What follows belongs to an exercise in optimizing a design on an open flow for a short achievable clock period and few clock cycles; a production flow would make more cautious choices.
In this exercise RTL edits were held to simulation tests only and were not proved equivalent to the original.

==> run a <==
// mips_cpu_harvard
module mips_cpu_harvard (
    input  logic        clk,
    input  logic        clk_enable,
    input  logic        reset,
    output logic        active,
    output logic [31:0] register_v0,
    input  logic [31:0] instr_readdata,
    output logic [31:0] instr_address,
    output logic        instr_read,
    output logic [3:0]  byte_enable,
    output logic [31:0] data_address,
    output logic        data_write,
    output logic        data_read,
    output logic [31:0] data_writedata,
    input  logic [31:0] data_readdata
);
    logic en;
    assign en = clk_enable;
    logic [31:0] pc_f;
    logic        halted_f;             
    logic [31:0] ir_d;
    logic        v_d, hm_d;            
    logic [31:0] rs_oh, rt_oh;         
    logic [31:0] rs_ohv, rt_ohv;       
    logic        rs0_d, rt0_d, rseqrt_d;
    logic        fe_a, fm_a, fw_a, fe_b, fm_b, fw_b;    
    logic [31:0] ras;                  
    logic        v_e, hm_e;
    logic [31:0] a_e, b_e, bn_e, bs_e, c_e, alt_e;
    logic [31:0] ac_e, bc_e;           
    logic        op_add_e, op_sub_e, op_slt_e, op_sltu_e, op_and_e, op_or_e, op_xor_e;
    logic        op_passb_e, op_sll_e, op_srl_e, op_sra_e;
    logic [4:0]  sh_e;
    logic        we_e, ld_e, st_e, sb_e, lw_e, lb_e, ctl_e, x_e, jr_e, zok_e;
    logic [4:0]  dst_e;
    logic        hm_m;
    logic [31:0] res_m, wdata_m, addr_m;
    logic [3:0]  be_m;
    logic        rd_m, wr_m, we_m, lw_m, ldsel_m;
    logic [3:0]  ls_m, lss_m;          
    logic [4:0]  dst_m;
    logic        we_w;
    logic [4:0]  dst_w;
    logic [31:0] res_w;
    logic [31:0] rf [32];
    logic [31:0] rvalid;
    logic [31:0] zb;                   
  ...
Settings: LEC_CHECK=0, ABC_CLOCK_PERIOD_IN_PS=3000, CAP_MARGIN=20, CORE_MARGIN=2, CORE_UTILIZATION=40, SLEW_MARGIN=20; clock period 11.0 ns.
standard.sh (not shown) runs the stock make flow with config.mk's settings and CLKGATE_MAP_FILE= SYNTH_SCRIPT=/design/flow/synth_recipe.tcl, a recipe that flattens the netlist after the stock synthesis.
==> flow/flow/run.sh <==
#!/bin/bash
# The standard layout (standard.sh, unchanged synthesis) with two changes:
# - timing repair aims at a period of about 3.4 ns instead of the 2 ns margin
#   under the 11 ns clock (the constraints in constraint.sdc are not touched);
# - every port still gets its buffer, but a buf_4 rather than the smallest
#   delay-cell buffer that buffer_ports picks by default.
set -euo pipefail
bash standard.sh SETUP_SLACK_MARGIN=7.6 "BUFFER_PORTS_ARGS=-buffer_cell sky130_fd_sc_hd__buf_4" finish > standard_flow.log 2>&1
==> inputs of run b, as changes to run a <==
--- a/flow/design.v
+++ b/flow/design.v
@@ -91,11 +91,10 @@
     logic [31:0] pc_f;
     logic        halted_f;             
     logic [31:0] ir_d;
     logic        v_d, hm_d;            
     logic [31:0] rs_oh, rt_oh;         
-    logic [31:0] rs_ohv, rt_ohv;       
     logic        rs0_d, rt0_d, rseqrt_d;
     logic        fe_a, fm_a, fw_a, fe_b, fm_b, fw_b;    
     logic [31:0] ras;                  
     logic        v_e, hm_e;
     logic [31:0] a_e, b_e, bn_e, bs_e, c_e, alt_e;
@@ -223,12 +222,12 @@
     assign fb_r = reg_b && fe_b;
     always_comb begin
         rf_a = 32'h0;
         rf_b = 32'h0;
         for (int i = 1; i < 32; i++) begin
-            rf_a = rf_a | ({32{rs_ohv[i]}} & rf[i]);
-            rf_b = rf_b | ({32{rt_ohv[i]}} & rf[i]);
+            rf_a = rf_a | ({32{rs_oh[i] & rvalid[i]}} & rf[i]);
+            rf_b = rf_b | ({32{rt_oh[i] & rvalid[i]}} & rf[i]);
         end
         if (fm_a)      early_a = m_val;
         else if (fw_a) early_a = res_w;
         else           early_a = rf_a;
         if (fm_b)      early_b = m_val;
@@ -285,29 +284,21 @@
                         halted_f <= 1'b1;
                 end
             end
         end
     end
-    logic [4:0]  nrs, nrt;
-    logic [31:0] rvalid_nx;
-    assign rvalid_nx = rvalid | (we_w ? (32'h1 << dst_w) : 32'h0);
+    logic [4:0] nrs, nrt;
     assign nrs = instr_readdata[25:21];
     assign nrt = instr_readdata[20:16];
     always_ff @(posedge clk) begin
         if (reset) begin
             rs_oh    <= 32'h0;
             rt_oh    <= 32'h0;
-            rs_ohv   <= 32'h0;
-            rt_ohv   <= 32'h0;
         end else if (en && !stall) begin
             rs_oh    <= 32'h1 << nrs;
             rt_oh    <= 32'h1 << nrt;
         end
-        if (!reset && en) begin
-            rs_ohv <= (stall ? rs_oh : (32'h1 << nrs)) & rvalid_nx;
-            rt_ohv <= (stall ? rt_oh : (32'h1 << nrt)) & rvalid_nx;
-        end
         if (en && !stall) begin
             ir_d     <= instr_readdata;
             rs0_d    <= (nrs == 5'd0);
             rt0_d    <= (nrt == 5'd0);
             rseqrt_d <= (nrs == nrt);
- CORE_UTILIZATION: 40 -> 45
==> inputs of run c, as changes to run a <==
--- a/flow/design.v
+++ b/flow/design.v
@@ -91,11 +91,10 @@
     logic [31:0] pc_f;
     logic        halted_f;             
     logic [31:0] ir_d;
     logic        v_d, hm_d;            
     logic [31:0] rs_oh, rt_oh;         
-    logic [31:0] rs_ohv, rt_ohv;       
     logic        rs0_d, rt0_d, rseqrt_d;
     logic        fe_a, fm_a, fw_a, fe_b, fm_b, fw_b;    
     logic [31:0] ras;                  
     logic        v_e, hm_e;
     logic [31:0] a_e, b_e, bn_e, bs_e, c_e, alt_e;
@@ -223,12 +222,12 @@
     assign fb_r = reg_b && fe_b;
     always_comb begin
         rf_a = 32'h0;
         rf_b = 32'h0;
         for (int i = 1; i < 32; i++) begin
-            rf_a = rf_a | ({32{rs_ohv[i]}} & rf[i]);
-            rf_b = rf_b | ({32{rt_ohv[i]}} & rf[i]);
+            rf_a = rf_a | ({32{rs_oh[i] & rvalid[i]}} & rf[i]);
+            rf_b = rf_b | ({32{rt_oh[i] & rvalid[i]}} & rf[i]);
         end
         if (fm_a)      early_a = m_val;
         else if (fw_a) early_a = res_w;
         else           early_a = rf_a;
         if (fm_b)      early_b = m_val;
@@ -285,29 +284,21 @@
                         halted_f <= 1'b1;
                 end
             end
         end
     end
-    logic [4:0]  nrs, nrt;
-    logic [31:0] rvalid_nx;
-    assign rvalid_nx = rvalid | (we_w ? (32'h1 << dst_w) : 32'h0);
+    logic [4:0] nrs, nrt;
     assign nrs = instr_readdata[25:21];
     assign nrt = instr_readdata[20:16];
     always_ff @(posedge clk) begin
         if (reset) begin
             rs_oh    <= 32'h0;
             rt_oh    <= 32'h0;
-            rs_ohv   <= 32'h0;
-            rt_ohv   <= 32'h0;
         end else if (en && !stall) begin
             rs_oh    <= 32'h1 << nrs;
             rt_oh    <= 32'h1 << nrt;
         end
-        if (!reset && en) begin
-            rs_ohv <= (stall ? rs_oh : (32'h1 << nrs)) & rvalid_nx;
-            rt_ohv <= (stall ? rt_oh : (32'h1 << nrt)) & rvalid_nx;
-        end
         if (en && !stall) begin
             ir_d     <= instr_readdata;
             rs0_d    <= (nrs == 5'd0);
             rt0_d    <= (nrt == 5'd0);
             rseqrt_d <= (nrs == nrt);
- CORE_UTILIZATION: 40 -> 38
==> flow_metrics.tcl <==
set metrics [dict create \
    track_usage_pct 39.3 \
    run_status "complete, no violations" \
    initial_core_util_pct 40.3 \
    grt_util_met2_pct 56.2 \
    nClkBuffers 247 \
    ys_seq_area_share_pct 54.9 \
    fin_cells 11400 \
    cts_buffers 184 \
    die_y_um 472 \
    fmax_ghz 0.270 \
]
(the above is from run a)
==> flow_metrics.tcl <==
set metrics [dict create \
    p_total_mw 15.7 \
    fin_cells 11200 \
    initial_core_util_pct 38.2 \
    cts_buffers 181 \
    nClkBuffers 228 \
    grt_max_degree 116 \
    cts_resized 863 \
    dp.cells 10500 \
    layout-drive-gt1-share_pct 25.6 \
    ys_seq_area_share_pct 54.4 \
    endpoint_kind "output port" \
    run_status "complete, no violations" \
    grt_busiest_layer "met2" \
    fmax_ghz 0.271 \
]
(the above is from run c)
==> flow_metrics.tcl <==
set metrics [dict create \
    run_status "complete, no violations" \
    grt_util_met2_pct 63.4 \
    initial_core_util_pct 45.2 \
    die_y_um 438 \
    maxSlewHeadroom_pct 20.0 \
    ys_seq_area_share_pct 54.4 \
    cts_buffers 180 \
    track_usage_pct 44.4 \
    routed_wl_um 451000 \
    fin_cells 10800 \
]
(the above is from run b)
Testbench counts of run a, summed over its fixed seeds: cycles 32,836.
Testbench counts of run b, summed over its fixed seeds: cycles 32,836.
Testbench counts of run c, summed over its fixed seeds: cycles 32,836.

-- separate check: timing with driven ports --
No port has a modelled driver above. Below, the same layouts with a new extraction and two added sets of constraints.
Step 1, drivers: a clkbuf_16 drives clk and a buf_2 each remaining input, both assumed.
Step 2 also shifts input and output timing later by t, the mid clock arrival at the registers, as if the neighbouring blocks saw the same clock.
Three values: no drivers, after step 1, after step 2; two values: the first two.
run	shift t [ns]	setup WS [ns]	latest minus earliest clock arrival (ns)	worst register clock-pin slew, ns	cell pins on the clock port's net
run a	0.945	7.299 / 7.263 / 6.459	0.084 / 0.084	0.07 / 0.07	1
run b	0.952	7.329 / 7.217 / 6.266	0.107 / 0.107	0.07 / 0.07	1
run c	0.979	7.306 / 7.211 / 6.459	0.092 / 0.091	0.07 / 0.07	1
After both steps every run listed still meets setup and hold. The setup slack of run b, which loses most, moves by -0.112 ns with the drivers and by -1.063 ns with both steps.
